From an optimization exercise on the open Yosys and OpenROAD flow, aimed at small area and a short achievable clock period; shortcuts taken in it are not production practice. At most, simulation tests tie the RTL to the original design; equivalence was not proved.

lane 1:
==> flow/design.v <==
module mem_resp #(
  parameter int ADR_WIDTH   = 10,
  parameter int DAT_WIDTH   = 8,
  parameter int MEM_DEPTH   = 256,
  parameter int WAIT_STATES = 2
) (
  input  logic                 clk_i,
  input  logic                 rst_ni,
  input  logic                 req_i,
  input  logic                 we_i,
  input  logic [ADR_WIDTH-1:0] adr_i,
  input  logic [DAT_WIDTH-1:0] dat_i,
  output logic                 busy_o,
  output logic                 ack_o,
  output logic                 err_o,
  output logic [DAT_WIDTH-1:0] dat_o
);
  localparam int IDX_W = (MEM_DEPTH > 1) ? $clog2(MEM_DEPTH) : 1;
  localparam logic [63:0] DEPTH64 = MEM_DEPTH;
  function automatic logic out_of_range(input logic [ADR_WIDTH-1:0] a);
    out_of_range = ({{(64-ADR_WIDTH){1'b0}}, a} >= DEPTH64);
  endfunction
  if (ADR_WIDTH == 10 && DAT_WIDTH == 8 && MEM_DEPTH == 256 && WAIT_STATES == 2) begin : g_ring
    localparam int N  = 256;
    localparam int W  = 8;
    logic idle, s1, s2, s3;
    logic ld_w, ld_r;           
    logic         we_q, oor_q;
    always_ff @(posedge clk_i or negedge rst_ni) begin
      if (!rst_ni) begin
        idle   <= 1'b1;
        busy_o <= 1'b0;
        ack_o  <= 1'b0;
        err_o  <= 1'b0;
        s1     <= 1'b0;
        s2     <= 1'b0;
        s3     <= 1'b0;
        ld_w   <= 1'b0;
        ld_r   <= 1'b0;
      end else begin
        idle   <= (idle && !req_i) || ack_o;
        s1     <= idle && req_i;
        s2     <= s1;
        s3     <= s2;
        ld_w   <= s2 && we_q && !oor_q;
        ld_r   <= s2 && !we_q;
        ack_o  <= s3;
        err_o  <= s3 && oor_q;
        busy_o <= (idle && req_i) || s1 || s2 || s3;
      end
    end
    logic [7:0]   c;            
    logic [W-1:0] dat_q;
    logic [7:0]   rn, rn_nx;
    logic [31:0]  sa;           
    logic [7:0] rn_inc;
    assign rn_inc = rn + 8'd1;
    assign rn_nx = idle ? adr_i[7:0] + c : rn_inc;
    logic [3:0]  lo_s;
    logic [4:0]  hi_s0, hi_s1;
    logic [31:0] sa_nx;
    assign lo_s  = {1'b0, adr_i[2:0]} + {1'b0, c[2:0]};
    assign hi_s0 = adr_i[7:3] + c[7:3];
    assign hi_s1 = adr_i[7:3] + c[7:3] + 5'd1;
    always_comb begin
      for (int i = 0; i < 32; i++)
        sa_nx[i] = idle ? ((lo_s[3] ? hi_s1 : hi_s0) == 5'(i)) : (rn_inc[7:3] == 5'(i));
    end
    always_ff @(posedge clk_i) begin
      c  <= c + 8'd1;
      rn <= rn_nx;
      sa <= sa_nx;
      if (idle) begin
        we_q  <= we_i;
        oor_q <= out_of_range(adr_i);
        dat_q <= dat_i;
      end
    end
    logic [W-1:0] wdn;          
    logic [7:0]   wq, wq_nx;
    logic [15:0]  plo, phi;
    assign wq_nx = ld_w ? rn + 8'd1 : wq + 8'd1;
    always_ff @(posedge clk_i) begin
      if (ld_w) wdn <= ~dat_q;
      wq <= wq_nx;
      for (int i = 0; i < 16; i++) begin
        plo[i] <= (wq_nx[3:0] == 4'(i));
        phi[i] <= (wq_nx[7:4] == 4'(i));
      end
    end
    logic [N*W-1:0] ring;
    for (genvar p = 0; p < N; p++) begin : g_pos
      localparam int PREV = (p + N - 1) % N;
      if ((p % 5 == 0 && p <= 250) || p == 253) begin : g_port
        wire seln = !(plo[p%16] && phi[p/16]);
        always_ff @(posedge clk_i)
          ring[p*W +: W] <= ~((wdn | {W{seln}}) & ~(ring[PREV*W +: W] & {W{seln}}));
      end else begin : g_shift
        always_ff @(posedge clk_i)
          ring[p*W +: W] <= ring[PREV*W +: W];
      end
    end
    logic [W-1:0] tap [N/2];
    for (genvar j = 0; j < N/2; j++) begin : g_tap
      assign tap[j] = ring[((2*j + N - 1) % N)*W +: W];
    end
    logic [W-1:0] tsel [4];
    always_comb begin
      for (int g = 0; g < 4; g++) begin
        tsel[g] = '0;
        for (int i = 0; i < 32; i++)
          tsel[g] = tsel[g] | ({W{sa[i]}} & tap[i*4 + g]);
      end
    end
    logic [W-1:0] grp [4];
    logic [1:0]   gq;
    logic         hq;
    logic [W-1:0] rdbuf;
    logic [W-1:0] rdx;
    logic         byp;
    always_ff @(posedge clk_i) begin
      for (int g = 0; g < 4; g++) grp[g] <= tsel[g];
      gq    <= rn[2:1];
      hq    <= !rn[0];
      rdbuf <= rdx;
      byp   <= (rn == wq);
    end
    assign rdx = hq ? grp[gq] : rdbuf;
    logic [W-1:0] dat_nx, dat_hn;
    assign dat_nx = oor_q ? '0 : (byp ? ~wdn : rdx);
    always_ff @(posedge clk_i or negedge rst_ni) begin
      if (!rst_ni) begin
        dat_o  <= '0;
        dat_hn <= '1;
      end else begin
        dat_o <= ld_r ? dat_nx : ~dat_hn;
        if (ld_r) dat_hn <= ~dat_nx;
      end
    end
  end else begin : g_plain
    localparam logic [3:0] WS_INIT = WAIT_STATES;
    typedef enum logic [1:0] {
      S_IDLE = 2'd0,
      S_WAIT = 2'd1,
      S_ACK  = 2'd2
    } state_t;
    state_t               state;
    logic [3:0]           cnt;
    logic                 we_q;
    logic                 oor_q;
    logic [IDX_W-1:0]     idx_q;
    logic [DAT_WIDTH-1:0] dat_q;
    logic                 access;
    logic [DAT_WIDTH-1:0] mem [MEM_DEPTH];
    assign access = (state == S_WAIT) && (cnt == 4'd0);
    always_ff @(posedge clk_i or negedge rst_ni) begin
      if (!rst_ni) begin
        state  <= S_IDLE;
        cnt    <= 4'd0;
        we_q   <= 1'b0;
        oor_q  <= 1'b0;
        idx_q  <= '0;
        dat_q  <= '0;
        busy_o <= 1'b0;
        ack_o  <= 1'b0;
        err_o  <= 1'b0;
        dat_o  <= '0;
      end else begin
        case (state)
          S_IDLE: begin
            if (req_i) begin
              we_q   <= we_i;
              oor_q  <= out_of_range(adr_i);
              idx_q  <= adr_i[IDX_W-1:0];
              dat_q  <= dat_i;
              cnt    <= WS_INIT;
              busy_o <= 1'b1;
              state  <= S_WAIT;
            end
          end
          S_WAIT: begin
            if (cnt != 4'd0) begin
              cnt <= cnt - 4'd1;
            end else begin
              if (!we_q) dat_o <= oor_q ? '0 : mem[idx_q];
              ack_o <= 1'b1;
              err_o <= oor_q;
              state <= S_ACK;
            end
          end
          default: begin
            ack_o  <= 1'b0;
            err_o  <= 1'b0;
            busy_o <= 1'b0;
            state  <= S_IDLE;
          end
        endcase
      end
    end
    always_ff @(posedge clk_i) begin
      if (access && we_q && !oor_q) mem[idx_q] <= dat_q;
    end
  end
endmodule
==> flow/config.mk <==
export PLATFORM = sky130hd
export DESIGN_NAME = mem_resp
export DESIGN_NICKNAME = mem_resp
export VERILOG_FILES = /design/flow/design.v
export SDC_FILE = /design/flow/constraint.sdc
export NUM_CORES = 4
export LEC_CHECK = 0
export ABC_CLOCK_PERIOD_IN_PS = 2000
export CAP_MARGIN = 20
export CORE_MARGIN = 2
export CORE_UTILIZATION = 70
export CTS_BUF_LIST = sky130_fd_sc_hd__clkbuf_8 sky130_fd_sc_hd__clkbuf_16
export CTS_CLUSTER_DIAMETER = 120
export CTS_CLUSTER_SIZE = 30
export SETUP_SLACK_MARGIN = 2.4
export SLEW_MARGIN = 20
==> flow/constraint.sdc <==
create_clock -name core_clock -period 4.5 [get_ports {clk_i}]
set_input_delay 0.9000 -clock core_clock [delete_from_list [all_inputs] [get_ports {clk_i}]]
set_output_delay 0.9000 -clock core_clock [all_outputs]
set_load 0.01 [all_outputs]
standard.sh (not shown) runs the stock make flow with config.mk's settings and CLKGATE_MAP_FILE= SYNTH_SCRIPT=/design/flow/synth_recipe.tcl, a recipe that flattens the netlist after the stock synthesis.
==> flow/flow/run.sh <==
#!/bin/bash
# Own layout flow: the standard synthesis unchanged, then the standard
# ORFS layout with two resizer settings changed:
#  - ports are buffered with a plain buf_4 (instead of the delay cell
#    buffer_ports picks by default), so inputs and outputs are not slowed down;
#  - repair_timing may resize a cell to any footprint (MATCH_CELL_FOOTPRINT=0).
# Each step's full output goes to its own log file in this folder; ORFS's own
# per-stage logs are under orfs/logs/.
set -euo pipefail
bash standard.sh synth > synth.log 2>&1
bash standard.sh MATCH_CELL_FOOTPRINT=0 "BUFFER_PORTS_ARGS=-buffer_cell sky130_fd_sc_hd__buf_4" finish > layout.log 2>&1
[inputs] lane 2 vs lane 1
-- flow/design.v --
<<< lane 1, line 58
    assign rn_nx = idle ? adr_i[7:0] + c : rn_inc;
    logic [3:0]  lo_s;
    logic [4:0]  hi_s0, hi_s1;
    logic [31:0] sa_nx;
    assign lo_s  = {1'b0, adr_i[2:0]} + {1'b0, c[2:0]};
    assign hi_s0 = adr_i[7:3] + c[7:3];
    assign hi_s1 = adr_i[7:3] + c[7:3] + 5'd1;
    always_comb begin
      for (int i = 0; i < 32; i++)
        sa_nx[i] = idle ? ((lo_s[3] ? hi_s1 : hi_s0) == 5'(i)) : (rn_inc[7:3] == 5'(i));
    end
    always_ff @(posedge clk_i) begin
>>> lane 2, line 58
    assign rn_nx = idle ? adr_i[7:0] + c : rn_inc;
    logic [3:0]  lo_s;
    logic [2:0]  hi_s0, hi_s1;
    logic [31:0] sa_nx;
    assign lo_s  = {1'b0, adr_i[2:0]} + {1'b0, c[2:0]};
    assign hi_s0 = adr_i[5:3] + c[5:3];
    assign hi_s1 = adr_i[5:3] + c[5:3] + 3'd1;
    always_comb begin
      for (int j = 0; j < 8; j++)
        for (int i = 0; i < 4; i++)
          sa_nx[j*4 + i] = idle ? ((lo_s[2:1] == 2'(i)) && ((lo_s[3] ? hi_s1 : hi_s0) == 3'(j)))
                                : (rn_inc[5:1] == 5'(j*4 + i));
    end
    always_ff @(posedge clk_i) begin
<<< lane 1, line 110
        tsel[g] = '0;
        for (int i = 0; i < 32; i++)
          tsel[g] = tsel[g] | ({W{sa[i]}} & tap[i*4 + g]);
      end
    end
>>> lane 2, line 112
        tsel[g] = '0;
        for (int i = 0; i < 32; i++)
          tsel[g] = tsel[g] | ({W{sa[i]}} & tap[g*32 + i]);
      end
    end
<<< lane 1, line 121
    always_ff @(posedge clk_i) begin
      for (int g = 0; g < 4; g++) grp[g] <= tsel[g];
      gq    <= rn[2:1];
      hq    <= !rn[0];
      rdbuf <= rdx;
>>> lane 2, line 123
    always_ff @(posedge clk_i) begin
      for (int g = 0; g < 4; g++) grp[g] <= tsel[g];
      gq    <= rn[7:6];
      hq    <= !rn[0];
      rdbuf <= rdx;
==> comparison <==
Run comparison: lane 1 cell type of the slowest stage on the worst timing path sky130_fd_sc_hd__fa_2; lane 2 cell type of the slowest stage on the worst timing path sky130_fd_sc_hd__dfrtp_1. Relative to lane 1, the global-route wire length before repair measured on lane 2 has decreased by a few percent. On number of global-route vias before repair: between lane 1 and lane 2, it ends up higher for lane 1. Lane 2 vs lane 1 — final period utilization dropped 2.8 points. Lane 2 finished end to end and its layout was clean on timing, DRC and antenna. Detail-routed net length per standard cell sits lower in lane 2 than in lane 1. Lane 2 vs. lane 1: critical path depth went down by 7. Die area: lane 2 vs lane 1 — no meaningful difference.
Function not checked in lane 1: the RTL went through the layout flow alone.

-- what the ideal ports hide --
How much do the figures lean on ideal ports? The routed layouts below were timed once more, with nothing changed but the port constraints.
Step 1 assumes that a clkbuf_16 drives the clock port and a buf_2 every other input.
Step 2 moves the port delays by t, midway between the first and last clock arrival at a register: inputs arrive t later, outputs are due t later. That takes back most of the time a late clock gives input paths.
a / b / c = ideal ports / drivers / drivers and shift; a / b = the first two.
run	t, ns	setup WS [ns]	worst setup path after step 2	latest minus earliest clock arrival (ns)	worst register clock-pin slew, ns
lane 1	0.744	2.193 / 2.167 / 1.535	input to register	0.039 / 0.039	0.12 / 0.12
lane 2	0.744	2.318 / 2.249 / 1.750	input to register	0.038 / 0.037	0.12 / 0.12
After both steps setup and hold are still met in every run listed. For lane 1, which loses most, drivers alone change the setup slack by -0.026 ns; drivers and shift together by -0.658 ns.
